Context: an optimization exercise on an open-source flow, tuned for small area, a short achievable clock period and few clock cycles per item. The choices shown serve that exercise and are no tape-out recipe.
At most, simulation tests tie the RTL to the original design; equivalence was not proved.
Only the layout flow was run in run 1; the RTL was not checked for function there.
Power is estimated from default activity; no workload was simulated.

<file path="flow/config.mk">
export PLATFORM = sky130hd
export DESIGN_NAME = systolic_dct_1d_param
export DESIGN_NICKNAME = systolic_dct_1d_param
export VERILOG_FILES = /design/flow/design.v
export SDC_FILE = /design/flow/constraint.sdc
export NUM_CORES = 4
export LEC_CHECK = 0
export CAP_MARGIN = 20
export CORE_MARGIN = 2
export CORE_UTILIZATION = 40
export SLEW_MARGIN = 20
export SYNTH_HIERARCHICAL = 1
</file>
<file path="flow/constraint.sdc">
create_clock -name core_clock -period 10.0 [get_ports {clk}]
set_input_delay 2.0000 -clock core_clock [delete_from_list [all_inputs] [get_ports {clk}]]
set_output_delay 2.0000 -clock core_clock [all_outputs]
set_load 0.01 [all_outputs]
</file>
<file path="flow/design.v">
module systolic_dct_1d_param #(
    parameter int N         = 8,
    parameter int DATA_W    = 16,
    parameter int COEF_W    = 16,
    parameter int FRAC_BITS = 14,
    parameter int ACC_W     = DATA_W + COEF_W + $clog2(N),
    parameter int OUT_W     = 32
) (
    input  logic                      clk,
    input  logic                      rst,
    input  logic signed [DATA_W-1:0]  in_data,
    input  logic                      in_valid,
    output logic                      in_ready,
    input  logic                      coef_we,
    input  logic [$clog2(N*N)-1:0]    coef_addr,
    input  logic signed [COEF_W-1:0]  coef_wdata,
    output logic [N*OUT_W-1:0]        out_data,
    output logic                      out_valid,
    input  logic                      out_ready,
    output logic                      done,
    output logic                      busy
);
    localparam int AW = 35;                  
    localparam int YW = AW - FRAC_BITS;      
    localparam logic [AW-1:0] INIT = 35'h555582000;
    logic [2:0]          cnt;
    logic                accept;
    logic                v1;
    logic [2:0]          n1;
    logic [7:0]          n1oh;
    logic [15:0]         x1;
    logic                vb;
    logic [2:0]          nb;
    logic [7:0]          nboh;
    logic [15:0]         xb;
    logic                rst_r, wq_v;
    logic [5:0]          wq_a;
    logic [15:0]         wq_d;
    logic [2:0]          ys    [8];
    logic [2:0]          ys_nx [8];
    logic                v2, first2, last2;
    logic [7:0]          one2, two2, neg2;
    logic [15:0]         cr   [8];
    logic [AW-1:0]       acc_s [8];
    logic [AW-1:0]       acc_c [8];
    logic [AW-1:0]       as_in [8];
    logic [AW-1:0]       ac_in [8];
    logic [AW-1:0]       s_nx  [8];
    logic [AW-1:0]       c_nx  [8];
    logic [YW-1:0]       y     [8];
    logic [YW-1:0]       y_nx  [8];
    logic                full_acc, transfer;
    logic [15:0]         coef [64];
    logic [63:0]         wen;
    logic [15:0]         wdata_q;
    logic [7:0]          b_one, b_two, b_neg;
    logic [2:0] cnt_nx;
    logic       full_nx, ov_nx, last1_nx, infl_nx;
    assign accept   = in_valid && in_ready;
    assign transfer = full_acc && !out_valid;
    always_comb begin
        cnt_nx   = accept ? cnt + 3'd1 : cnt;
        last1_nx = accept && cnt == 3'd7;
        full_nx  = last2 || (full_acc && !transfer);
        ov_nx    = transfer || (out_valid && !out_ready);
        infl_nx  = last1_nx || (v1 && n1 == 3'd7) || (vb && nb == 3'd7) || full_nx;
    end
    always_ff @(posedge clk) begin
        if (rst) begin
            cnt      <= '0;
            v1       <= 1'b0;
            vb       <= 1'b0;
            v2       <= 1'b0;
            first2   <= 1'b0;
            last2    <= 1'b0;
            full_acc <= 1'b0;
            out_valid <= 1'b0;
            done     <= 1'b0;
            busy     <= 1'b0;
            in_ready <= 1'b1;
        end else begin
            cnt      <= cnt_nx;
            v1       <= accept;
            vb       <= v1;
            v2       <= vb;
            first2   <= vb && nb == 3'd0;
            last2    <= vb && nb == 3'd7;
            full_acc <= full_nx;
            done     <= transfer;
            out_valid <= ov_nx;
            busy     <= (cnt_nx != 3'd0) || infl_nx;
            in_ready <= (cnt_nx != 3'd0) || !ov_nx || !infl_nx;
        end
    end
    always_comb begin
        for (int j = 0; j < 8; j++) begin
            logic b2, b1, b0;
            b2 = xb[2*j+1];
            b1 = xb[2*j];
            b0 = (j == 0) ? 1'b0 : xb[2*j-1];
            b_one[j] = b1 ^ b0;
            b_two[j] = (b2 & ~b1 & ~b0) | (~b2 & b1 & b0);
            b_neg[j] = b2 & ~(b1 & b0);
        end
    end
    always_ff @(posedge clk) begin
        x1   <= in_data;
        n1   <= cnt;
        for (int n = 0; n < 8; n++) n1oh[n] <= (cnt == 3'(n));
        xb   <= x1;
        nb   <= n1;
        nboh <= n1oh;
        one2 <= b_one & {8{vb}};
        two2 <= b_two & {8{vb}};
        neg2 <= b_neg & {8{vb}};
        for (int k = 0; k < 8; k++) begin
            cr[k] <= '0;
            for (int n = 0; n < 8; n++) if (nboh[n]) cr[k] <= coef[k*8 + n];
        end
    end
    always_ff @(posedge clk) begin
        rst_r <= rst;
        wq_v  <= !rst && coef_we && !busy;
        wq_a  <= coef_addr;
        wq_d  <= coef_wdata;
    end
    assign wdata_q = wq_d & {16{~rst_r}};
    always_comb begin
        for (int i = 0; i < 64; i++) wen[i] = rst_r || (wq_v && wq_a == 6'(i));
    end
    always_ff @(posedge clk) begin
        for (int i = 0; i < 64; i++) if (wen[i]) coef[i] <= wdata_q;
    end
    for (genvar k = 0; k < 8; k++) begin : g_mac
        assign as_in[k] = first2 ? INIT : acc_s[k];
        assign ac_in[k] = first2 ? '0 : acc_c[k];
        dct_mac_tree u_tree (
            .c(cr[k]), .one(one2), .two(two2), .neg(neg2), .val(v2),
            .as_i(as_in[k]), .ac_i(ac_in[k]), .s_o(s_nx[k]), .c_o(c_nx[k])
        );
        always_ff @(posedge clk) begin
            acc_s[k] <= s_nx[k];
            acc_c[k] <= c_nx[k];
        end
        dct_cpa u_cpa (.a(acc_s[k]), .b(acc_c[k]), .y(y_nx[k]), .ys(ys_nx[k]));
        always_ff @(posedge clk) begin
            if (transfer) begin
                y[k]  <= y_nx[k];
                ys[k] <= ys_nx[k];
            end
        end
        assign out_data[k*OUT_W +: OUT_W] = {{3{ys[k][2]}}, {4{ys[k][1]}}, {4{ys[k][0]}}, y[k]};
    end
endmodule
module dct_mac_tree (
    input  logic [15:0]   c,
    input  logic [7:0]    one,
    input  logic [7:0]    two,
    input  logic [7:0]    neg,
    input  logic          val,
    input  logic [34:0]   as_i,
    input  logic [34:0]   ac_i,
    output logic [34:0]   s_o,
    output logic [34:0]   c_o
);
    logic [16:0] cx;
    logic [7:0]  e;
    logic [16:0] r0;
    logic [16:0] r1;
    logic [16:0] r2;
    logic [16:0] r3;
    logic [16:0] r4;
    logic [16:0] r5;
    logic [16:0] r6;
    logic [16:0] r7;
    assign cx = {c[15], c};
    assign r0 = (({17{one[0]}} & cx) | ({17{two[0]}} & {cx[15:0], 1'b0})) ^ {17{neg[0]}};
    assign e[0] = val & ~r0[16];
    assign r1 = (({17{one[1]}} & cx) | ({17{two[1]}} & {cx[15:0], 1'b0})) ^ {17{neg[1]}};
    assign e[1] = val & ~r1[16];
    assign r2 = (({17{one[2]}} & cx) | ({17{two[2]}} & {cx[15:0], 1'b0})) ^ {17{neg[2]}};
    assign e[2] = val & ~r2[16];
    assign r3 = (({17{one[3]}} & cx) | ({17{two[3]}} & {cx[15:0], 1'b0})) ^ {17{neg[3]}};
    assign e[3] = val & ~r3[16];
    assign r4 = (({17{one[4]}} & cx) | ({17{two[4]}} & {cx[15:0], 1'b0})) ^ {17{neg[4]}};
    assign e[4] = val & ~r4[16];
    assign r5 = (({17{one[5]}} & cx) | ({17{two[5]}} & {cx[15:0], 1'b0})) ^ {17{neg[5]}};
    assign e[5] = val & ~r5[16];
    assign r6 = (({17{one[6]}} & cx) | ({17{two[6]}} & {cx[15:0], 1'b0})) ^ {17{neg[6]}};
    assign e[6] = val & ~r6[16];
    assign r7 = (({17{one[7]}} & cx) | ({17{two[7]}} & {cx[15:0], 1'b0})) ^ {17{neg[7]}};
    assign e[7] = val & ~r7[16];
    wire fs0, fc0, fs1, fc1, fs2, fc2, fs3, fc3, fs4, fc4, fs5, fc5, fs6, fc6, fs7, fc7, fs8, fc8, fs9, fc9, fs10, fc10, fs11, fc11, fs12, fc12, fs13, fc13, fs14, fc14, fs15, fc15, fs16, fc16, fs17, fc17, fs18, fc18, fs19, fc19, fs20, fc20, fs21, fc21, fs22, fc22, fs23, fc23, fs24, fc24, fs25, fc25, fs26, fc26, fs27, fc27, fs28, fc28, fs29, fc29, fs30, fc30, fs31, fc31, fs32, fc32, fs33, fc33, fs34, fc34, fs35, fc35, fs36, fc36, fs37, fc37, fs38, fc38, fs39, fc39, fs40, fc40, fs41, fc41, fs42, fc42, fs43, fc43, fs44, fc44, fs45, fc45, fs46, fc46, fs47, fc47, fs48, fc48, fs49, fc49, fs50, fc50, fs51, fc51, fs52, fc52, fs53, fc53, fs54, fc54, fs55, fc55, fs56, fc56, fs57, fc57, fs58, fc58, fs59, fc59, fs60, fc60, fs61, fc61, fs62, fc62, fs63, fc63, fs64, fc64, fs65, fc65, fs66, fc66, fs67, fc67, fs68, fc68, fs69, fc69, fs70, fc70, fs71, fc71, fs72, fc72, fs73, fc73, fs74, fc74, fs75, fc75, fs76, fc76, fs77, fc77, fs78, fc78, fs79, fc79, fs80, fc80, fs81, fc81, fs82, fc82, fs83, fc83, fs84, fc84, fs85, fc85, fs86, fc86, fs87, fc87, fs88, fc88, fs89, fc89, fs90, fc90, fs91, fc91, fs92, fc92, fs93, fc93, fs94, fc94, fs95, fc95, fs96, fc96, fs97, fc97, fs98, fc98, fs99, fc99, fs100, fc100, fs101, fc101, fs102, fc102, fs103, fc103, fs104, fc104, fs105, fc105, fs106, fc106, fs107, fc107, fs108, fc108, fs109, fc109, fs110, fc110, fs111, fc111, fs112, fc112, fs113, fc113, fs114, fc114, fs115, fc115, fs116, fc116, fs117, fc117, fs118, fc118, fs119, fc119, fs120, fc120, fs121, fc121, fs122, fc122, fs123, fc123, fs124, fc124, fs125, fc125, fs126, fc126, fs127, fc127, fs128, fc128, fs129, fc129, fs130, fc130, fs131, fc131, fs132, fc132, fs133, fc133, fs134, fc134, fs135, fc135, fs136, fc136, fs137, fc137, fs138, fc138, fs139, fc139, fs140, fc140, fs141, fc141, fs142, fc142;
    wire hs0, hc0, hs1, hc1, hs2, hc2, hs3, hc3, hs4, hc4, hs5, hc5, hs6, hc6, hs7, hc7, hs8, hc8, hs9, hc9, hs10, hc10, hs11, hc11, hs12, hc12, hs13, hc13, hs14, hc14, hs15, hc15, hs16, hc16, hs17, hc17, hs18, hc18, hs19, hc19, hs20, hc20, hs21, hc21, hs22, hc22, hs23, hc23, hs24, hc24, hs25, hc25, hs26, hc26, hs27, hc27;
    dct_ha u_hs0 (.a(ac_i[12]), .b(as_i[12]), .s(hs0), .co(hc0));
    dct_ha u_hs1 (.a(ac_i[13]), .b(as_i[13]), .s(hs1), .co(hc1));
    dct_fa u_fs0 (.a(ac_i[14]), .b(as_i[14]), .c(neg[7]), .s(fs0), .co(fc0));
    dct_ha u_hs2 (.a(r0[14]), .b(r1[12]), .s(hs2), .co(hc2));
    dct_fa u_fs1 (.a(ac_i[15]), .b(as_i[15]), .c(r0[15]), .s(fs1), .co(fc1));
    dct_ha u_hs3 (.a(r1[13]), .b(r2[11]), .s(hs3), .co(hc3));
    dct_fa u_fs2 (.a(ac_i[16]), .b(as_i[16]), .c(e[0]), .s(fs2), .co(fc2));
    dct_ha u_hs4 (.a(r1[14]), .b(r2[12]), .s(hs4), .co(hc4));
    dct_fa u_fs3 (.a(ac_i[17]), .b(as_i[17]), .c(r1[15]), .s(fs3), .co(fc3));
    dct_ha u_hs5 (.a(ac_i[18]), .b(as_i[18]), .s(hs5), .co(hc5));
    dct_ha u_hs6 (.a(ac_i[6]), .b(as_i[6]), .s(hs6), .co(hc6));
    dct_ha u_hs7 (.a(ac_i[7]), .b(as_i[7]), .s(hs7), .co(hc7));
    dct_fa u_fs4 (.a(ac_i[8]), .b(as_i[8]), .c(neg[4]), .s(fs4), .co(fc4));
    dct_ha u_hs8 (.a(r0[8]), .b(r1[6]), .s(hs8), .co(hc8));
    dct_fa u_fs5 (.a(ac_i[9]), .b(as_i[9]), .c(r0[9]), .s(fs5), .co(fc5));
    dct_ha u_hs9 (.a(r1[7]), .b(r2[5]), .s(hs9), .co(hc9));
    dct_fa u_fs6 (.a(ac_i[10]), .b(as_i[10]), .c(neg[5]), .s(fs6), .co(fc6));
    dct_fa u_fs7 (.a(r0[10]), .b(r1[8]), .c(r2[6]), .s(fs7), .co(fc7));
    dct_ha u_hs10 (.a(r3[4]), .b(r4[2]), .s(hs10), .co(hc10));
    dct_fa u_fs8 (.a(ac_i[11]), .b(as_i[11]), .c(r0[11]), .s(fs8), .co(fc8));
    dct_fa u_fs9 (.a(r1[9]), .b(r2[7]), .c(r3[5]), .s(fs9), .co(fc9));
    dct_ha u_hs11 (.a(r4[3]), .b(r5[1]), .s(hs11), .co(hc11));
    dct_fa u_fs10 (.a(neg[6]), .b(r0[12]), .c(r1[10]), .s(fs10), .co(fc10));
    dct_fa u_fs11 (.a(r2[8]), .b(r3[6]), .c(r4[4]), .s(fs11), .co(fc11));
    dct_fa u_fs12 (.a(r5[2]), .b(r6[0]), .c(hs0), .s(fs12), .co(fc12));
    dct_fa u_fs13 (.a(r0[13]), .b(r1[11]), .c(r2[9]), .s(fs13), .co(fc13));
    dct_fa u_fs14 (.a(r3[7]), .b(r4[5]), .c(r5[3]), .s(fs14), .co(fc14));
    dct_fa u_fs15 (.a(r6[1]), .b(hc0), .c(hs1), .s(fs15), .co(fc15));
    dct_fa u_fs16 (.a(r2[10]), .b(r3[8]), .c(r4[6]), .s(fs16), .co(fc16));
    dct_fa u_fs17 (.a(r5[4]), .b(r6[2]), .c(r7[0]), .s(fs17), .co(fc17));
    dct_fa u_fs18 (.a(hc1), .b(hs2), .c(fs0), .s(fs18), .co(fc18));
    dct_fa u_fs19 (.a(r3[9]), .b(r4[7]), .c(r5[5]), .s(fs19), .co(fc19));
    dct_fa u_fs20 (.a(r6[3]), .b(r7[1]), .c(hc2), .s(fs20), .co(fc20));
    dct_fa u_fs21 (.a(hs3), .b(fc0), .c(fs1), .s(fs21), .co(fc21));
    dct_fa u_fs22 (.a(r3[10]), .b(r4[8]), .c(r5[6]), .s(fs22), .co(fc22));
    dct_fa u_fs23 (.a(r6[4]), .b(r7[2]), .c(hc3), .s(fs23), .co(fc23));
    dct_fa u_fs24 (.a(hs4), .b(fc1), .c(fs2), .s(fs24), .co(fc24));
    dct_fa u_fs25 (.a(r2[13]), .b(r3[11]), .c(r4[9]), .s(fs25), .co(fc25));
    dct_fa u_fs26 (.a(r5[7]), .b(r6[5]), .c(r7[3]), .s(fs26), .co(fc26));
    dct_fa u_fs27 (.a(hc4), .b(fc2), .c(fs3), .s(fs27), .co(fc27));
    dct_fa u_fs28 (.a(e[1]), .b(r2[14]), .c(r3[12]), .s(fs28), .co(fc28));
    dct_fa u_fs29 (.a(r4[10]), .b(r5[8]), .c(r6[6]), .s(fs29), .co(fc29));
    dct_fa u_fs30 (.a(r7[4]), .b(hs5), .c(fc3), .s(fs30), .co(fc30));
    dct_fa u_fs31 (.a(ac_i[19]), .b(as_i[19]), .c(r2[15]), .s(fs31), .co(fc31));
    dct_fa u_fs32 (.a(r3[13]), .b(r4[11]), .c(r5[9]), .s(fs32), .co(fc32));
    dct_fa u_fs33 (.a(r6[7]), .b(r7[5]), .c(hc5), .s(fs33), .co(fc33));
    dct_fa u_fs34 (.a(ac_i[20]), .b(as_i[20]), .c(e[2]), .s(fs34), .co(fc34));
    dct_fa u_fs35 (.a(r3[14]), .b(r4[12]), .c(r5[10]), .s(fs35), .co(fc35));
    dct_ha u_hs12 (.a(r6[8]), .b(r7[6]), .s(hs12), .co(hc12));
    dct_fa u_fs36 (.a(ac_i[21]), .b(as_i[21]), .c(r3[15]), .s(fs36), .co(fc36));
    dct_fa u_fs37 (.a(r4[13]), .b(r5[11]), .c(r6[9]), .s(fs37), .co(fc37));
    dct_fa u_fs38 (.a(ac_i[22]), .b(as_i[22]), .c(e[3]), .s(fs38), .co(fc38));
    dct_ha u_hs13 (.a(r4[14]), .b(r5[12]), .s(hs13), .co(hc13));
    dct_fa u_fs39 (.a(ac_i[23]), .b(as_i[23]), .c(r4[15]), .s(fs39), .co(fc39));
    dct_ha u_hs14 (.a(ac_i[24]), .b(as_i[24]), .s(hs14), .co(hc14));
    dct_ha u_hs15 (.a(ac_i[2]), .b(as_i[2]), .s(hs15), .co(hc15));
    dct_ha u_hs16 (.a(ac_i[3]), .b(as_i[3]), .s(hs16), .co(hc16));
    dct_fa u_fs40 (.a(ac_i[4]), .b(as_i[4]), .c(neg[2]), .s(fs40), .co(fc40));
    dct_ha u_hs17 (.a(r0[4]), .b(r1[2]), .s(hs17), .co(hc17));
    dct_fa u_fs41 (.a(ac_i[5]), .b(as_i[5]), .c(r0[5]), .s(fs41), .co(fc41));
    dct_ha u_hs18 (.a(r1[3]), .b(r2[1]), .s(hs18), .co(hc18));
    dct_fa u_fs42 (.a(neg[3]), .b(r0[6]), .c(r1[4]), .s(fs42), .co(fc42));
    dct_fa u_fs43 (.a(r2[2]), .b(r3[0]), .c(hs6), .s(fs43), .co(fc43));
    dct_fa u_fs44 (.a(r0[7]), .b(r1[5]), .c(r2[3]), .s(fs44), .co(fc44));
    dct_fa u_fs45 (.a(r3[1]), .b(hc6), .c(hs7), .s(fs45), .co(fc45));
    dct_fa u_fs46 (.a(r2[4]), .b(r3[2]), .c(r4[0]), .s(fs46), .co(fc46));
    dct_fa u_fs47 (.a(hc7), .b(hs8), .c(fs4), .s(fs47), .co(fc47));
    dct_fa u_fs48 (.a(r3[3]), .b(r4[1]), .c(hc8), .s(fs48), .co(fc48));
    dct_fa u_fs49 (.a(hs9), .b(fc4), .c(fs5), .s(fs49), .co(fc49));
    dct_fa u_fs50 (.a(r5[0]), .b(hc9), .c(hs10), .s(fs50), .co(fc50));
    dct_fa u_fs51 (.a(fc5), .b(fs6), .c(fs7), .s(fs51), .co(fc51));
    dct_fa u_fs52 (.a(hc10), .b(hs11), .c(fc6), .s(fs52), .co(fc52));
    dct_fa u_fs53 (.a(fc7), .b(fs8), .c(fs9), .s(fs53), .co(fc53));
    dct_fa u_fs54 (.a(hc11), .b(fc8), .c(fc9), .s(fs54), .co(fc54));
    dct_fa u_fs55 (.a(fs10), .b(fs11), .c(fs12), .s(fs55), .co(fc55));
    dct_fa u_fs56 (.a(fc10), .b(fc11), .c(fs13), .s(fs56), .co(fc56));
    dct_fa u_fs57 (.a(fs14), .b(fc12), .c(fs15), .s(fs57), .co(fc57));
    dct_fa u_fs58 (.a(fc13), .b(fc14), .c(fs16), .s(fs58), .co(fc58));
    dct_fa u_fs59 (.a(fs17), .b(fc15), .c(fs18), .s(fs59), .co(fc59));
    dct_fa u_fs60 (.a(fc16), .b(fc17), .c(fs19), .s(fs60), .co(fc60));
    dct_fa u_fs61 (.a(fs20), .b(fc18), .c(fs21), .s(fs61), .co(fc61));
    dct_fa u_fs62 (.a(fc19), .b(fs22), .c(fc20), .s(fs62), .co(fc62));
    dct_fa u_fs63 (.a(fs23), .b(fc21), .c(fs24), .s(fs63), .co(fc63));
    dct_fa u_fs64 (.a(fc22), .b(fs25), .c(fs26), .s(fs64), .co(fc64));
    dct_fa u_fs65 (.a(fc23), .b(fc24), .c(fs27), .s(fs65), .co(fc65));
    dct_fa u_fs66 (.a(fc25), .b(fc26), .c(fs28), .s(fs66), .co(fc66));
    dct_fa u_fs67 (.a(fs29), .b(fc27), .c(fs30), .s(fs67), .co(fc67));
    dct_fa u_fs68 (.a(fc28), .b(fc29), .c(fs31), .s(fs68), .co(fc68));
    dct_fa u_fs69 (.a(fs32), .b(fs33), .c(fc30), .s(fs69), .co(fc69));
    dct_fa u_fs70 (.a(hs12), .b(fc31), .c(fc32), .s(fs70), .co(fc70));
    dct_fa u_fs71 (.a(fc33), .b(fs34), .c(fs35), .s(fs71), .co(fc71));
    dct_fa u_fs72 (.a(r7[7]), .b(hc12), .c(fc34), .s(fs72), .co(fc72));
    dct_fa u_fs73 (.a(fc35), .b(fs36), .c(fs37), .s(fs73), .co(fc73));
    dct_fa u_fs74 (.a(r6[10]), .b(r7[8]), .c(hs13), .s(fs74), .co(fc74));
    dct_fa u_fs75 (.a(fc36), .b(fc37), .c(fs38), .s(fs75), .co(fc75));
    dct_fa u_fs76 (.a(r5[13]), .b(r6[11]), .c(r7[9]), .s(fs76), .co(fc76));
    dct_fa u_fs77 (.a(hc13), .b(fc38), .c(fs39), .s(fs77), .co(fc77));
    dct_fa u_fs78 (.a(e[4]), .b(r5[14]), .c(r6[12]), .s(fs78), .co(fc78));
    dct_fa u_fs79 (.a(r7[10]), .b(hs14), .c(fc39), .s(fs79), .co(fc79));
    dct_fa u_fs80 (.a(ac_i[25]), .b(as_i[25]), .c(r5[15]), .s(fs80), .co(fc80));
    dct_fa u_fs81 (.a(r6[13]), .b(r7[11]), .c(hc14), .s(fs81), .co(fc81));
    dct_fa u_fs82 (.a(ac_i[26]), .b(as_i[26]), .c(e[5]), .s(fs82), .co(fc82));
    dct_ha u_hs19 (.a(r6[14]), .b(r7[12]), .s(hs19), .co(hc19));
    dct_fa u_fs83 (.a(ac_i[27]), .b(as_i[27]), .c(r6[15]), .s(fs83), .co(fc83));
    dct_ha u_hs20 (.a(ac_i[28]), .b(as_i[28]), .s(hs20), .co(hc20));
    dct_ha u_hs21 (.a(ac_i[0]), .b(as_i[0]), .s(hs21), .co(hc21));
    dct_ha u_hs22 (.a(ac_i[1]), .b(as_i[1]), .s(hs22), .co(hc22));
    dct_fa u_fs84 (.a(neg[1]), .b(r0[2]), .c(r1[0]), .s(fs84), .co(fc84));
    dct_fa u_fs85 (.a(r0[3]), .b(r1[1]), .c(hc15), .s(fs85), .co(fc85));
    dct_fa u_fs86 (.a(r2[0]), .b(hc16), .c(hs17), .s(fs86), .co(fc86));
    dct_fa u_fs87 (.a(hc17), .b(hs18), .c(fc40), .s(fs87), .co(fc87));
    dct_fa u_fs88 (.a(hc18), .b(fc41), .c(fs42), .s(fs88), .co(fc88));
    dct_fa u_fs89 (.a(fc42), .b(fs44), .c(fc43), .s(fs89), .co(fc89));
    dct_fa u_fs90 (.a(fc44), .b(fs46), .c(fc45), .s(fs90), .co(fc90));
    dct_fa u_fs91 (.a(fc46), .b(fs48), .c(fc47), .s(fs91), .co(fc91));
    dct_fa u_fs92 (.a(fc48), .b(fs50), .c(fc49), .s(fs92), .co(fc92));
    dct_fa u_fs93 (.a(fc50), .b(fs52), .c(fc51), .s(fs93), .co(fc93));
    dct_fa u_fs94 (.a(fc52), .b(fc53), .c(fs54), .s(fs94), .co(fc94));
    dct_fa u_fs95 (.a(fc54), .b(fs56), .c(fc55), .s(fs95), .co(fc95));
    dct_fa u_fs96 (.a(fc56), .b(fs58), .c(fc57), .s(fs96), .co(fc96));
    dct_fa u_fs97 (.a(fc58), .b(fs60), .c(fc59), .s(fs97), .co(fc97));
    dct_fa u_fs98 (.a(fc60), .b(fs62), .c(fc61), .s(fs98), .co(fc98));
    dct_fa u_fs99 (.a(fc62), .b(fs64), .c(fc63), .s(fs99), .co(fc99));
    dct_fa u_fs100 (.a(fc64), .b(fs66), .c(fc65), .s(fs100), .co(fc100));
    dct_fa u_fs101 (.a(fc66), .b(fs68), .c(fc67), .s(fs101), .co(fc101));
    dct_fa u_fs102 (.a(fc68), .b(fs70), .c(fs71), .s(fs102), .co(fc102));
    dct_fa u_fs103 (.a(fc70), .b(fc71), .c(fs72), .s(fs103), .co(fc103));
    dct_fa u_fs104 (.a(fs74), .b(fc72), .c(fc73), .s(fs104), .co(fc104));
    dct_fa u_fs105 (.a(fs76), .b(fc74), .c(fc75), .s(fs105), .co(fc105));
    dct_fa u_fs106 (.a(fc76), .b(fs78), .c(fc77), .s(fs106), .co(fc106));
    dct_fa u_fs107 (.a(fc78), .b(fs80), .c(fs81), .s(fs107), .co(fc107));
    dct_fa u_fs108 (.a(hs19), .b(fc80), .c(fc81), .s(fs108), .co(fc108));
    dct_fa u_fs109 (.a(r7[13]), .b(hc19), .c(fc82), .s(fs109), .co(fc109));
    dct_fa u_fs110 (.a(e[6]), .b(r7[14]), .c(hs20), .s(fs110), .co(fc110));
    dct_fa u_fs111 (.a(ac_i[29]), .b(as_i[29]), .c(r7[15]), .s(fs111), .co(fc111));
    dct_ha u_hs23 (.a(ac_i[30]), .b(as_i[30]), .s(hs23), .co(hc23));
    dct_ha u_hs24 (.a(neg[0]), .b(r0[0]), .s(hs24), .co(hc24));
    dct_fa u_fs112 (.a(r0[1]), .b(hc21), .c(hs22), .s(fs112), .co(fc112));
    dct_fa u_fs113 (.a(hc22), .b(hs15), .c(fs84), .s(fs113), .co(fc113));
    dct_fa u_fs114 (.a(hs16), .b(fc84), .c(fs85), .s(fs114), .co(fc114));
    dct_fa u_fs115 (.a(fs40), .b(fc85), .c(fs86), .s(fs115), .co(fc115));
    dct_fa u_fs116 (.a(fs41), .b(fc86), .c(fs87), .s(fs116), .co(fc116));
    dct_fa u_fs117 (.a(fs43), .b(fc87), .c(fs88), .s(fs117), .co(fc117));
    dct_fa u_fs118 (.a(fs45), .b(fc88), .c(fs89), .s(fs118), .co(fc118));
    dct_fa u_fs119 (.a(fs47), .b(fc89), .c(fs90), .s(fs119), .co(fc119));
    dct_fa u_fs120 (.a(fc90), .b(fs49), .c(fs91), .s(fs120), .co(fc120));
    dct_fa u_fs121 (.a(fs51), .b(fc91), .c(fs92), .s(fs121), .co(fc121));
    dct_fa u_fs122 (.a(fs53), .b(fc92), .c(fs93), .s(fs122), .co(fc122));
    dct_fa u_fs123 (.a(fs55), .b(fc93), .c(fs94), .s(fs123), .co(fc123));
    dct_fa u_fs124 (.a(fs57), .b(fc94), .c(fs95), .s(fs124), .co(fc124));
    dct_fa u_fs125 (.a(fs59), .b(fc95), .c(fs96), .s(fs125), .co(fc125));
    dct_fa u_fs126 (.a(fc96), .b(fs61), .c(fs97), .s(fs126), .co(fc126));
    dct_fa u_fs127 (.a(fs63), .b(fc97), .c(fs98), .s(fs127), .co(fc127));
    dct_fa u_fs128 (.a(fs65), .b(fc98), .c(fs99), .s(fs128), .co(fc128));
    dct_fa u_fs129 (.a(fs67), .b(fc99), .c(fs100), .s(fs129), .co(fc129));
    dct_fa u_fs130 (.a(fs69), .b(fc100), .c(fs101), .s(fs130), .co(fc130));
    dct_fa u_fs131 (.a(fc69), .b(fs102), .c(fc101), .s(fs131), .co(fc131));
    dct_fa u_fs132 (.a(fs73), .b(fc102), .c(fs103), .s(fs132), .co(fc132));
    dct_fa u_fs133 (.a(fs75), .b(fc103), .c(fs104), .s(fs133), .co(fc133));
    dct_fa u_fs134 (.a(fs77), .b(fc104), .c(fs105), .s(fs134), .co(fc134));
    dct_fa u_fs135 (.a(fs79), .b(fc105), .c(fs106), .s(fs135), .co(fc135));
    dct_fa u_fs136 (.a(fc79), .b(fs107), .c(fc106), .s(fs136), .co(fc136));
    dct_fa u_fs137 (.a(fs82), .b(fc107), .c(fs108), .s(fs137), .co(fc137));
    dct_fa u_fs138 (.a(fs83), .b(fc108), .c(fs109), .s(fs138), .co(fc138));
    dct_fa u_fs139 (.a(fc83), .b(fs110), .c(fc109), .s(fs139), .co(fc139));
    dct_fa u_fs140 (.a(hc20), .b(fs111), .c(fc110), .s(fs140), .co(fc140));
    dct_fa u_fs141 (.a(e[7]), .b(hs23), .c(fc111), .s(fs141), .co(fc141));
    dct_fa u_fs142 (.a(ac_i[31]), .b(as_i[31]), .c(hc23), .s(fs142), .co(fc142));
    dct_ha u_hs25 (.a(ac_i[32]), .b(as_i[32]), .s(hs25), .co(hc25));
    dct_ha u_hs26 (.a(ac_i[33]), .b(as_i[33]), .s(hs26), .co(hc26));
    dct_ha u_hs27 (.a(ac_i[34]), .b(as_i[34]), .s(hs27), .co(hc27));
    assign s_o[0] = hs21;
    assign c_o[0] = hs24;
    assign s_o[1] = hc24;
    assign c_o[1] = fs112;
    assign s_o[2] = fc112;
    assign c_o[2] = fs113;
    assign s_o[3] = fc113;
    assign c_o[3] = fs114;
    assign s_o[4] = fc114;
    assign c_o[4] = fs115;
    assign s_o[5] = fc115;
    assign c_o[5] = fs116;
    assign s_o[6] = fc116;
    assign c_o[6] = fs117;
    assign s_o[7] = fc117;
    assign c_o[7] = fs118;
    assign s_o[8] = fc118;
    assign c_o[8] = fs119;
    assign s_o[9] = fc119;
    assign c_o[9] = fs120;
    assign s_o[10] = fc120;
    assign c_o[10] = fs121;
    assign s_o[11] = fc121;
    assign c_o[11] = fs122;
    assign s_o[12] = fc122;
    assign c_o[12] = fs123;
    assign s_o[13] = fc123;
    assign c_o[13] = fs124;
    assign s_o[14] = fc124;
    assign c_o[14] = fs125;
    assign s_o[15] = fc125;
    assign c_o[15] = fs126;
    assign s_o[16] = fc126;
    assign c_o[16] = fs127;
    assign s_o[17] = fc127;
    assign c_o[17] = fs128;
    assign s_o[18] = fc128;
    assign c_o[18] = fs129;
    assign s_o[19] = fc129;
    assign c_o[19] = fs130;
    assign s_o[20] = fc130;
    assign c_o[20] = fs131;
    assign s_o[21] = fs132;
    assign c_o[21] = fc131;
    assign s_o[22] = fc132;
    assign c_o[22] = fs133;
    assign s_o[23] = fc133;
    assign c_o[23] = fs134;
    assign s_o[24] = fc134;
    assign c_o[24] = fs135;
    assign s_o[25] = fc135;
    assign c_o[25] = fs136;
    assign s_o[26] = fs137;
    assign c_o[26] = fc136;
    assign s_o[27] = fc137;
    assign c_o[27] = fs138;
    assign s_o[28] = fc138;
    assign c_o[28] = fs139;
    assign s_o[29] = fs140;
    assign c_o[29] = fc139;
    assign s_o[30] = fs141;
    assign c_o[30] = fc140;
    assign s_o[31] = fs142;
    assign c_o[31] = fc141;
    assign s_o[32] = hs25;
    assign c_o[32] = fc142;
    assign s_o[33] = hc25;
    assign c_o[33] = hs26;
    assign s_o[34] = hc26;
    assign c_o[34] = hs27;
endmodule
module dct_fa (input logic a, input logic b, input logic c, output logic s, output logic co);
    assign s  = a ^ b ^ c;
    assign co = (a & b) | (a & c) | (b & c);
endmodule
module dct_ha (input logic a, input logic b, output logic s, output logic co);
    assign s  = a ^ b;
    assign co = a & b;
endmodule
module dct_cpa (
    input  logic [34:0] a,
    input  logic [34:0] b,
    output logic [20:0] y,
    output logic [2:0] ys
);
    wire [34:0] g = a & b;
    wire [34:0] p = a ^ b;
    wire gg0 = g[1] | (p[1] & g[0]);
    wire pp0 = p[1] & p[0];
    wire gg1 = g[3] | (p[3] & g[2]);
    wire pp1 = p[3] & p[2];
    wire gg2 = g[5] | (p[5] & g[4]);
    wire pp2 = p[5] & p[4];
    wire gg3 = g[7] | (p[7] & g[6]);
    wire pp3 = p[7] & p[6];
    wire gg4 = g[9] | (p[9] & g[8]);
    wire pp4 = p[9] & p[8];
    wire gg5 = g[11] | (p[11] & g[10]);
    wire pp5 = p[11] & p[10];
    wire gg6 = g[13] | (p[13] & g[12]);
    wire pp6 = p[13] & p[12];
    wire gg7 = g[15] | (p[15] & g[14]);
    wire pp7 = p[15] & p[14];
    wire gg8 = g[17] | (p[17] & g[16]);
    wire pp8 = p[17] & p[16];
    wire gg9 = g[19] | (p[19] & g[18]);
    wire pp9 = p[19] & p[18];
    wire gg10 = g[21] | (p[21] & g[20]);
    wire pp10 = p[21] & p[20];
    wire gg11 = g[23] | (p[23] & g[22]);
    wire pp11 = p[23] & p[22];
    wire gg12 = g[25] | (p[25] & g[24]);
    wire pp12 = p[25] & p[24];
    wire gg13 = g[27] | (p[27] & g[26]);
    wire pp13 = p[27] & p[26];
    wire gg14 = g[29] | (p[29] & g[28]);
    wire pp14 = p[29] & p[28];
    wire gg15 = g[31] | (p[31] & g[30]);
    wire pp15 = p[31] & p[30];
    wire gg16 = g[33] | (p[33] & g[32]);
    wire pp16 = p[33] & p[32];
    wire gg17 = gg1 | (pp1 & gg0);
    wire pp17 = pp1 & pp0;
    wire gg18 = gg3 | (pp3 & gg2);
    wire pp18 = pp3 & pp2;
    wire gg19 = gg5 | (pp5 & gg4);
    wire pp19 = pp5 & pp4;
    wire gg20 = gg7 | (pp7 & gg6);
    wire pp20 = pp7 & pp6;
    wire gg21 = gg9 | (pp9 & gg8);
    wire pp21 = pp9 & pp8;
    wire gg22 = gg11 | (pp11 & gg10);
    wire pp22 = pp11 & pp10;
    wire gg23 = gg13 | (pp13 & gg12);
    wire pp23 = pp13 & pp12;
    wire gg24 = gg15 | (pp15 & gg14);
    wire pp24 = pp15 & pp14;
    wire gg25 = gg18 | (pp18 & gg17);
    wire pp25 = pp18 & pp17;
    wire gg26 = gg20 | (pp20 & gg19);
    wire pp26 = pp20 & pp19;
    wire gg27 = gg22 | (pp22 & gg21);
    wire pp27 = pp22 & pp21;
    wire gg28 = gg24 | (pp24 & gg23);
    wire pp28 = pp24 & pp23;
    wire gg29 = gg26 | (pp26 & gg25);
    wire pp29 = pp26 & pp25;
    wire gg30 = gg28 | (pp28 & gg27);
    wire pp30 = pp28 & pp27;
    wire gg31 = gg30 | (pp30 & gg29);
    wire pp31 = pp30 & pp29;
    wire gg32 = gg27 | (pp27 & gg29);
    wire pp32 = pp27 & pp29;
    wire gg33 = gg19 | (pp19 & gg25);
    wire pp33 = pp19 & pp25;
    wire gg34 = gg21 | (pp21 & gg29);
    wire pp34 = pp21 & pp29;
    wire gg35 = gg23 | (pp23 & gg32);
    wire pp35 = pp23 & pp32;
    wire gg36 = gg2 | (pp2 & gg17);
    wire pp36 = pp2 & pp17;
    wire gg37 = gg4 | (pp4 & gg25);
    wire pp37 = pp4 & pp25;
    wire gg38 = gg6 | (pp6 & gg33);
    wire pp38 = pp6 & pp33;
    wire gg39 = gg8 | (pp8 & gg29);
    wire pp39 = pp8 & pp29;
    wire gg40 = gg10 | (pp10 & gg34);
    wire pp40 = pp10 & pp34;
    wire gg41 = gg12 | (pp12 & gg32);
    wire pp41 = pp12 & pp32;
    wire gg42 = gg14 | (pp14 & gg35);
    wire pp42 = pp14 & pp35;
    wire gg43 = gg16 | (pp16 & gg31);
    wire pp43 = pp16 & pp31;
    wire gg44 = g[2] | (p[2] & gg0);
    wire pp44 = p[2] & pp0;
    wire gg45 = g[4] | (p[4] & gg17);
    wire pp45 = p[4] & pp17;
    wire gg46 = g[6] | (p[6] & gg36);
    wire pp46 = p[6] & pp36;
    wire gg47 = g[8] | (p[8] & gg25);
    wire pp47 = p[8] & pp25;
    wire gg48 = g[10] | (p[10] & gg37);
    wire pp48 = p[10] & pp37;
    wire gg49 = g[12] | (p[12] & gg33);
    wire pp49 = p[12] & pp33;
    wire gg50 = g[14] | (p[14] & gg38);
    wire pp50 = p[14] & pp38;
    wire gg51 = g[16] | (p[16] & gg29);
    wire pp51 = p[16] & pp29;
    wire gg52 = g[18] | (p[18] & gg39);
    wire pp52 = p[18] & pp39;
    wire gg53 = g[20] | (p[20] & gg34);
    wire pp53 = p[20] & pp34;
    wire gg54 = g[22] | (p[22] & gg40);
    wire pp54 = p[22] & pp40;
    wire gg55 = g[24] | (p[24] & gg32);
    wire pp55 = p[24] & pp32;
    wire gg56 = g[26] | (p[26] & gg41);
    wire pp56 = p[26] & pp41;
    wire gg57 = g[28] | (p[28] & gg35);
    wire pp57 = p[28] & pp35;
    wire gg58 = g[30] | (p[30] & gg42);
    wire pp58 = p[30] & pp42;
    wire gg59 = g[32] | (p[32] & gg31);
    wire pp59 = p[32] & pp31;
    wire gg60 = g[34] | (p[34] & gg43);
    wire pp60 = p[34] & pp43;
    assign y[0] = p[14] ^ gg38;
    assign y[1] = p[15] ^ gg50;
    assign y[2] = p[16] ^ gg29;
    assign y[3] = p[17] ^ gg51;
    assign y[4] = p[18] ^ gg39;
    assign y[5] = p[19] ^ gg52;
    assign y[6] = p[20] ^ gg34;
    assign y[7] = p[21] ^ gg53;
    assign y[8] = p[22] ^ gg40;
    assign y[9] = p[23] ^ gg54;
    assign y[10] = p[24] ^ gg32;
    assign y[11] = p[25] ^ gg55;
    assign y[12] = p[26] ^ gg41;
    assign y[13] = p[27] ^ gg56;
    assign y[14] = p[28] ^ gg35;
    assign y[15] = p[29] ^ gg57;
    assign y[16] = p[30] ^ gg42;
    assign y[17] = p[31] ^ gg58;
    assign y[18] = p[32] ^ gg31;
    assign y[19] = p[33] ^ gg59;
    assign y[20] = p[34] ^ gg43;
    assign ys = {3{p[34] ^ gg43}};
endmodule
</file>
<file path="flow/flow/run.sh">
#!/bin/bash
# Layout flow: the standard flow (the standard.sh) with a larger setup repair margin.
set -o pipefail
export SETUP_SLACK_MARGIN=6.5
bash standard.sh synth > synth.log 2>&1 || exit 1
bash standard.sh finish > finish.log 2>&1 || exit 1
</file>
<file path="flow/standard.sh">
#!/bin/bash
# synth_recipe.tcl (not shown) runs the flow's synth.tcl, then flattens the netlist and writes it again
# the make line also repeats each setting of config.mk as NAME=value (left out here)
make -C /OpenROAD-flow-scripts/flow DESIGN_CONFIG=/design/flow/config.mk WORK_HOME=/design/flow/orfs CLKGATE_MAP_FILE= SYNTH_SCRIPT=/design/flow/synth_recipe.tcl "${@:-finish}"
</file>
==> metrics.md, run 1 <==
| Metric | Value |
|---|---|
| Run status | timing/DRC/antenna clean |
| Clock latency on the worst-skew pair | 0.91 ns |
| Post-synth ARST share | 0 |
| Post-synth cell types | 61 |
| DR WL/cell | 28.0 um |
| Leading area contributor after synthesis | edfxtp_1 |
| Seq cells post-synth | 2,019 |
| Reg-to-Reg Start | first2$_SDFF_PP0_ |
| CTS tree | done |
| Mapped Area | between 0.1 and 0.15 mm^2 |
| Placer Congestion | 0.827 |
| Fin Hold WS | 0.321 ns |
| Initial Utilization | 0.401 |
| IO Count | 303 |
| Critical path class | reg -> reg |
| Largest net degree at the start of global routing | 129 |
| Max-slew headroom | 0.235 |
| TritonCTS buffer count | 227 |
| Pwr Density | 223 mW/mm^2 |
| Critical path's top delay family | adder cells |
| Achievable frequency | 280 MHz |
| GRT Total Usage | 0.228 |
| # DRC | 0 |
| Final Critical Period | between 3 and 4 ns |
| Die width | 574 um |
| Core Box Area | 0.324 mm^2 |
| Max-slew violation count | 0 |
| Endpoint class of the critical path | register |
| Worst path most repeated cell | fa_2 |
| Gr ovfl total | 0 |
| Area of the multi-input gates | approximately 0.067 mm^2 |
| Num rows | 209 |
| Required @ worst endpoint | 10.74 ns |
| Clock slew at reported path FFs | around 0.060 ns |
| Top post-synthesis cells by count | 1,224 x fa_1, 1,216 x edfxtp_1, 1,041 x xnor2_1 |
| Final ANT Viol Nets | 0 |
| Initial antenna violation count | 17 |
| H-tree level count | 4 |
| Slowest stage delay, CP | 0.55 ns |
| R2R Path End | acc_c[5][17]$_DFF_P_ |
| Unrepaired setup endpoints after global routing | true |
| First-pass GRT wire length | 569,000 um |
| Period utilisation layout | 0.357 |
| Fin Setup TNS | 0 ns |
| Filler cell count | 29,231 |
| Synth Warn # | 27 |
| Final Cell Area | between 0.1 and 0.15 mm^2 |
| Least-Margin Pin Slew | 1.15 ns |
| Setup violations, final | 0 |
| Arrival time at the worst endpoint | between 4 and 5 ns |
| Gate Count Post-Synth | 9,940 |
| Leak | 54.1 nW |
| Nets@finish | ~11,000 |
| Area Growth Syn to Fin | 7.98% |
| CP startpoint kind | register |
| Critical path depth in cells | 10 |
| Class of the worst hold path | reg -> reg |
| Clk buf depth | 4 |
| WL final | around 390,000 um |
| Primary FF master, synth | edfxtp_1 |
| Worst R2R Setup Slack | between 6 and 7 ns |
| Crit path to | acc_c[5][17]$_DFF_P_ |
| Net Count, Synth | between 10,000 and 15,000 |
| Most common cell in the netlist | fa_1 |
| Post-DP Area | 0.129 mm^2 |
| Synth area leaders | edfxtp_1 28%, fa_1 19%, dfxtp_1 12% |
| Die Y | 574 um |
| EDFF count, synth | between 1,000 and 1,500 |
| Buf/Inv on CP | 4 |
| VDD IR max | roughly 0.15 mV |
| Clock skew | 0.0615 ns |
| PortBufs | between 300 and 400 |
| Sequential area share after synthesis | 0.405 |
| Max Cap Viol | 0 |
| Vias in the first global route | 84,770 |
| Initial DRC count | 8,319 |
| Hpwl dp | 209,000 um |
| Reg area | 0.0528 mm^2 |
| Setup crit start | first2$_SDFF_PP0_ |
| CP max FO | 8 |
| CTS Hold Bufs | 0 |
| Share of cells above drive strength 1 | 0.178 |
| Final hold vios | 0 |
| Clock Sinks | 2,019 |
| Cell Chain, Critical Path | buf_12, buf_16, buf_4, buf_16, nor2b_1, fa_1, fa_2, fa_2, fa_2, fa_1 |
| Die area | 0.330 mm^2 |
| Synthesized area per cell | 13.1 um^2 |
| Pre-antenna DRT Iters | 8 |
| Total chip power | ~0.031 W |
| Top-area cell type share of the netlist area | 0.281 |
| Clock Tree Root | clkbuf_16 |
| R2r worst-path depth | 10 |
| Worst-path cell with the longest stage delay | fa_1 |
| Vias/cell | around 5.8 |
| Via count | just over 80,000 |
## flip-flops by register name, indices dropped and copies added (netlist names), 8 cells and up
name / flops
coef: 1024
acc_c: 280
acc_s: 280
y: 168
cr: 128
ys: 24
wq_d: 16
x1: 16
xb: 16
n1oh: 8
nboh: 8
neg2: 8
one2: 8
two2: 8
## worst min-delay path by stage
stage | slack [ns] | start | depth (start not counted) | end
after CTS | 0.33 | n1oh[6]$_DFF_P_ | 0 | nboh[6]$_DFF_P_
after floorplan | 0.31 | n1oh[0]$_DFF_P_ | 0 | nboh[0]$_DFF_P_
after global placement | 0.31 | x1[15]$_DFF_P_ | 0 | xb[15]$_DFF_P_
after global routing | 0.33 | n1oh[1]$_DFF_P_ | 0 | nboh[1]$_DFF_P_
after detailed placement | 0.31 | n1oh[6]$_DFF_P_ | 0 | nboh[6]$_DFF_P_
final | 0.32 | n1oh[6]$_DFF_P_ | 0 | nboh[6]$_DFF_P_
## metal layers
layer  GRT usage  vias up  routed length, um
met3      0.0451      919              35900
li1            -    33772                  -
met1       0.303    41587             156000
met5     0.00143        -                187
met2       0.364     4139             178000
met4      0.0924       20              18100
## placed cells by master, fill, tap and decap left out, types with 85 or more instances in the layout
master and instances:
xnor2_1 1027, clkbuf_16 244, o22ai_1 127, a221oi_1 129
ha_1 500, nand2b_1 85, a22oi_2 281, nor2b_1 473
edfxtp_1 1216, nand2_1 326, a21oi_1 209, a22oi_1 806
buf_4 172, o221ai_1 128, buf_2 224, o21ai_0 100
dfxtp_1 686, fa_1 1167
## power by group
part / switching, W / internal [W] / leakage (nW)
Combinational: 0.00579 / 0.00477 / 31.4
Clock: 0.00354 / 0.00501 / 3.68
Sequential: 0.00161 / 0.0106 / 19.0
Total: 0.0109 / 0.0204 / 54.1
## kinds of logic after synthesis
group                    after synthesis  synth area share
multiplexers                          65           0.00501
adder cells (fa/ha/maj)             1725             0.237
AO/OA/AOI/OAI                       2180             0.136
AND/OR/NAND/NOR                     1281            0.0542
buffers and inverters               1557            0.0888
XOR/XNOR                            1113            0.0750
flip-flops                          2019             0.405
## Yosys stat by module (local to each module, per instance)
module / flops+latches / cell area [um^2] / cells / copies in the design
systolic_dct_1d_param: 2019 / 65700 / 4020 / 1
dct_mac_tree: 0 / 3610 / 430 / 8
dct_cpa: 0 / 1210 / 139 / 8
dct_fa: 0 / 20.0 / 1 / 1144
dct_ha: 0 / 12.5 / 1 / 224
## timing repair
action / 4_1_cts / 5_1_grt
resized for setup: 1278 / 201
setup endpoints to repair: 688 / 162
pin swaps: 22 / 50
setup buffers: 143 / 22
gates cloned: 45 / 12
## cell type report
type,instances,area share
antenna,10,0.000178
clock buffer,305,0.0455
clock inverter,108,0.00829
inverter,71,0.00195
multi-input combinational,6364,0.474
sequential,2019,0.376
tap,4325,0.0386
timing repair buffer,670,0.0547
## through the flow
step	setup slack [ns]	utilization	cells
after floorplan	6.37	-	9940
after global placement	5.28	0.398	13226
after detailed placement	5.16	0.398	13227
after CTS	6.37	0.430	13828
after global routing	6.39	0.433	13864
final	6.43	0.434	13872
==> run 2: changes to the inputs <==
--- a/flow/design.v
+++ b/flow/design.v
@@ -40,5 +40,7 @@
     logic [2:0]          ys_nx [8];
     logic                v2, first2, last2;
-    logic [7:0]          one2, two2, neg2;
+    logic [3:0][7:0]     one2;
+    logic [3:0][7:0]     two2;
+    logic [3:0][7:0]     neg2;
     logic [15:0]         cr   [8];
     logic [AW-1:0]       acc_s [8];
@@ -54,5 +56,7 @@
     logic [63:0]         wen;
     logic [15:0]         wdata_q;
-    logic [7:0]          b_one, b_two, b_neg;
+    logic [3:0][7:0]     b_one;
+    logic [3:0][7:0]     b_two;
+    logic [3:0][7:0]     b_neg;
     logic [2:0] cnt_nx;
     logic       full_nx, ov_nx, last1_nx, infl_nx;
@@ -93,14 +97,6 @@
         end
     end
-    always_comb begin
-        for (int j = 0; j < 8; j++) begin
-            logic b2, b1, b0;
-            b2 = xb[2*j+1];
-            b1 = xb[2*j];
-            b0 = (j == 0) ? 1'b0 : xb[2*j-1];
-            b_one[j] = b1 ^ b0;
-            b_two[j] = (b2 & ~b1 & ~b0) | (~b2 & b1 & b0);
-            b_neg[j] = b2 & ~(b1 & b0);
-        end
+    for (genvar g = 0; g < 4; g++) begin : g_enc
+        dct_booth_enc u_enc (.x(xb), .v(vb), .one(b_one[g]), .two(b_two[g]), .neg(b_neg[g]));
     end
     always_ff @(posedge clk) begin
@@ -111,7 +107,7 @@
         nb   <= n1;
         nboh <= n1oh;
-        one2 <= b_one & {8{vb}};
-        two2 <= b_two & {8{vb}};
-        neg2 <= b_neg & {8{vb}};
+        one2 <= b_one;
+        two2 <= b_two;
+        neg2 <= b_neg;
         for (int k = 0; k < 8; k++) begin
             cr[k] <= '0;
@@ -136,5 +132,5 @@
         assign ac_in[k] = first2 ? '0 : acc_c[k];
         dct_mac_tree u_tree (
-            .c(cr[k]), .one(one2), .two(two2), .neg(neg2), .val(v2),
+            .c(cr[k]), .one(one2[k/2]), .two(two2[k/2]), .neg(neg2[k/2]), .val(v2),
             .as_i(as_in[k]), .ac_i(ac_in[k]), .s_o(s_nx[k]), .c_o(c_nx[k])
         );
@@ -596,2 +592,17 @@
     assign ys = {3{p[34] ^ gg43}};
 endmodule
+module dct_booth_enc (
+    input  logic [15:0] x,
+    input  logic        v,
+    output logic [7:0]  one,
+    output logic [7:0]  two,
+    output logic [7:0]  neg
+);
+    logic [16:0] xe;
+    assign xe = {x, 1'b0};
+    for (genvar j = 0; j < 8; j++) begin : g_d
+        assign one[j] = v & (xe[2*j+1] ^ xe[2*j]);
+        assign two[j] = v & ((xe[2*j+2] & ~xe[2*j+1] & ~xe[2*j]) | (~xe[2*j+2] & xe[2*j+1] & xe[2*j]));
+        assign neg[j] = v & xe[2*j+2] & ~(xe[2*j+1] & xe[2*j]);
+    end
+endmodule
==> flow/flow/run.sh (replaced) <==
#!/bin/bash
# Layout flow: the standard flow (the standard.sh) with a larger setup repair margin and
# a clock tree built from larger sink clusters without dummy loads.
set -o pipefail
export SETUP_SLACK_MARGIN=6.5
export CTS_ARGS="-sink_clustering_enable -repair_clock_nets -sink_clustering_size 25 -sink_clustering_max_diameter 80 -dont_use_dummy_load"
bash standard.sh synth > synth.log 2>&1 || exit 1
bash standard.sh finish > finish.log 2>&1 || exit 1
==> metrics.md, run 2 <==
| Metric | Value |
|---|---|
| Run status | timing/DRC/antenna clean |
| Endpoint class of the critical path | output port |
| Clock skew | 0.119 ns (+0.0580 ns) |
| Critical path's top delay family | flip-flops |
| Commonest non-fill, non-tap cells in the layout | 1,216 x edfxtp_1, 1,194 x fa_1, 1,041 x xnor2_1 |
| Post-synth ARST share | 0 (unchanged) |
| Dpl cells | 13,529 (+2.3%) |
| Area Growth Syn to Fin | 2.67% |
| DR WL/cell | 26.2 um (-6.3%) |
| Leading area contributor after synthesis | edfxtp_1 |
| Cell Chain, Critical Path | buf_6, buf_6 |
| Num rows | 211 (+0.96%) |
| Reg area | 0.0544 mm^2 (+3.0%) |
| Max Cap Viol | 0 (unchanged) |
| Comb pwr share | 0.363 (+0.026) |
| Non-Filler Instances | 13,771 (-0.73%) |
| Switch share | 0.358 (+0.00855) |
| Critical path class | reg -> out |
| Clock power share | 0.194 (-0.079) |
| Clock latency on the worst-skew pair | 0.88 ns (-0.03 ns) |
| H-tree level count | 4 (unchanged) |
| Via count | 78,705 (-2.2%) |
| Post-DP Area | 0.131 mm^2 (+2.0%) |
| Seq pwr share | 0.443 (+0.053) |
| Placer Congestion | 0.843 (+2.0%) |
| CTS tree | done |
| Arrival time at the worst endpoint | 1.55 ns (-2.77 ns) |
| TritonCTS buffer count | 142 (-37%) |
| Top-area cell type share of the netlist area | 0.275 (-0.00562) |
| Vias/cell | 5.72 (-1.4%) |
| Max-slew headroom | 0.226 (-0.00888) |
| Top post-synthesis cells by count | 1,224 x fa_1, 1,216 x edfxtp_1, 1,041 x xnor2_1 |
| Top reg by flops | coef |
| Seq cells post-synth | 2,091 (+3.6%) |
| CTS Hold Bufs | 0 (unchanged) |
| Nets@finish | 11,170 (+0.44%) |
| Fin Setup TNS | 0 ns (unchanged) |
| Worst-path cell with the longest stage delay | edfxtp_1 |
| Clk buf depth | 4 (unchanged) |
| Pre-antenna DRT Iters | 6 (-2) |
| Pint | 0.0180 W (-12%) |
| Primary FF master, synth | edfxtp_1 |
| Share of cells above drive strength 1 | 0.142 (-0.0359) |
| Synth Warn # | 27 (unchanged) |
| Final hold vios | 0 (unchanged) |
| CP startpoint kind | register |
| Initial antenna violation count | 13 (-4) |
| Final Cell Area | 0.136 mm^2 (-3.0%) |
| Biggest regs | coef: 1024 flops, acc_c: 280 flops, acc_s: 280 flops |
| GRT Total Usage | 0.210 (-0.0176) |
| CP max FO | 3 (-5) |
| Synthesized area per cell | 13.0 um^2 (-0.35%) |
| Mapped Area | 0.133 mm^2 (+2.0%) |
| Gr ovfl total | 0 (unchanged) |
| Area of the multi-input gates | 0.0673 mm^2 (+1.0%) |
| Filler cell count | 30,183 (+3.3%) |
| Commonest non-fill, non-tap cell in the layout | edfxtp_1 |
| Post-synth cell types | 66 (+8.2%) |
| Gate Count Post-Synth | 10,179 (+2.4%) |
| Final Critical Period | 3.55 ns (-0.0260 ns) |
| Setup violations, final | 0 (unchanged) |
| Achievable frequency | 282 MHz (+0.73%) |
| EDFF count, synth | 1,216 (unchanged) |
| Max-slew violation count | 0 (unchanged) |
| WL final | 361,000 um (-7.0%) |
| Least-Margin Pin Slew | 1.16 ns (+0.0117 ns) |
| # DRC | 0 (unchanged) |
| Synth area leaders | edfxtp_1 28%, fa_1 18%, dfxtp_1 13% |
| Core Box Area | 0.330 mm^2 (+2.0%) |
| Buf/Inv on CP | 2 (-2) |
| Die Y | 580 um (+1.0%) |
| Unrepaired setup endpoints after global routing | true |
| Initial Utilization | 0.402 (about the same) |
| Slowest stage delay, CP | 0.43 ns (-0.12 ns) |
| Switching pwr | 0.0100 W (-8.2%) |
| Class of the worst hold path | reg -> reg |
| Die width | 580 um (+1.0%) |
| Pwr Density | 206 mW/mm^2 (-7.7%) |
| Vias in the first global route | 84,244 (-0.62%) |
| Leak | 52.1 nW (-3.8%) |
| Required @ worst endpoint | 8.00 ns (-2.74 ns) |
| Max FFs per register | 1,024 (unchanged) |
| PortBufs | 302 (unchanged) |
| Worst path most repeated cell | buf_6 |
| Die area | 0.336 mm^2 (+2.0%) |
| Clock Tree Root | clkbuf_16 |
| Initial DRC count | 7,481 (-10%) |
| VDD IR max | 0.124 mV (-16%) |
| Sequential area share after synthesis | 0.407 (+0.00277) |
| Most common cell in the netlist | fa_1 |
| Net Count, Synth | 11,968 (+2.2%) |
| Hpwl dp | 217,000 um (+3.7%) |
| Clock Sinks | 2,091 (+3.6%) |
| Final ANT Viol Nets | 0 (unchanged) |
| Largest net degree at the start of global routing | 129 (unchanged) |
| Clock slew at reported path FFs | 0.09 ns (+0.03 ns) |
| First-pass GRT wire length | 544,000 um (-4.4%) |
| IO Count | 303 (unchanged) |
| Period utilisation layout | 0.355 (-0.00260) |
==> run 2: final cells by class <==
class	instances	share of cell area
antenna	26	0.000478
clock buffer	142	0.0261
multi-input combinational	6521	0.494
timing repair buffer	550	0.0379
inverter	75	0.00216
sequential	2091	0.399
tap	4366	0.0401
==> run 2: logic make-up after synthesis <==
logic type,synth area share
AOI/OAI and AO/OA,0.134
xor gates and xnor gates,0.0735
adders and majority gates,0.234
buffers and inverters,0.0878
DFF,0.407
muxes,0.00483
and+or+nand+nor,0.0587
==> run 2: stage by stage <==
stage               setup slack (ns)  utilization  hold WS (ns)  power (W)
floorplan                       6.37            -         0.310     0.0228
global placement                5.28        0.398         0.316     0.0223
detailed placement              5.34        0.398         0.312     0.0228
CTS                             6.36        0.409         0.332     0.0284
global route                    6.36        0.412         0.340     0.0303
finish                          6.45        0.412         0.331     0.0280
==> run 2: Yosys stat by module (local to each module, per instance) <==
| module | copies in the design | flops+latches |
|---|---|---|
| dct_ha | 224 | 0 |
| systolic_dct_1d_param | 1 | 2091 |
| dct_booth_enc | 4 | 0 |
| dct_fa | 1144 | 0 |
| dct_cpa | 8 | 0 |
| dct_mac_tree | 8 | 0 |
==> run 2: routing by layer <==
metal / vias to the layer above / GRT usage / share of wire
li1: 33938 / - / -
met1: 40967 / 0.285 / 0.42
met2: 3202 / 0.339 / 0.46
met3: 598 / 0.0337 / 0.077
met4: 0 / 0.0770 / 0.037
met5: - / 0 / 0
==> run 2: worst paths after layout <==
| path | from | end | slack (ns) | cells past startpoint |
|---|---|---|---|---|
| worst min-delay path | n1oh[5]$_DFF_P_ | nboh[5]$_DFF_P_ | 0.33 | 0 |
| worst max register to register | v2$_SDFF_PP0_ | acc_c[3][17]$_DFF_P_ | 6.45 | 9 |
| worst min register to register | n1oh[5]$_DFF_P_ | nboh[5]$_DFF_P_ | 0.33 | 0 |
| worst max-delay path | ys[3][0]$_DFFE_PP_ | out_data[119] | 6.45 | 2 |
==> run 2: timing repair <==
action / CTS / global route
setup endpoints to repair: 593 / 164
resized for setup: 1186 / 205
pin swaps: 5 / 11
setup buffers: 39 / 8
cloned: 15 / 12
==> run 2: power by group through the flow <==
stage                     clock [W]  sequential, W  combinational, W
final                       0.00543         0.0124            0.0102
after global routing        0.00588         0.0126            0.0118
after CTS                   0.00561         0.0124            0.0104
after detailed placement          0         0.0126            0.0102
after global placement            0         0.0125           0.00974
after floorplan                   0         0.0116            0.0112
==> run 2: worst register-to-register path, delay by kind of cell, from the launching register on <==
kind | cells | cell delay, ns
multiplexers | 1 | 0.19
AND/OR/NAND/NOR | 1 | 0.08
flip-flops | 1 | 0.41
adder cells (fa/ha/maj) | 5 | 2.28
buffers and inverters | 2 | 0.38
Testbench counts of run 2, summed over its fixed seeds: cycles 3,112, blocks 384.

-- re-timing with driven ports --
In the flow no input, the clock included, has a driving cell. The finished layouts below were timed again as built, in two steps. Step 1, drivers: a clkbuf_16 drives clk and a buf_2 each remaining input, both assumed. Step 2 moves the port delays by t, midway between the first and last clock arrival at a register: inputs arrive t later, outputs are due t later. That takes back most of the time a late clock gives input paths. Three values: ideal ports, drivers, drivers and shift; two values: the first two.
run	t, ns	setup slack, ns	worst setup path after step 2
run 1	0.978	6.426 / 6.334 / 6.202	input to register
run 2	0.937	6.452 / 6.353 / 6.138	input to register
After both steps every run listed still meets setup and hold. For run 2, which loses most, drivers alone change the setup slack by -0.099 ns; drivers and shift together by -0.314 ns.
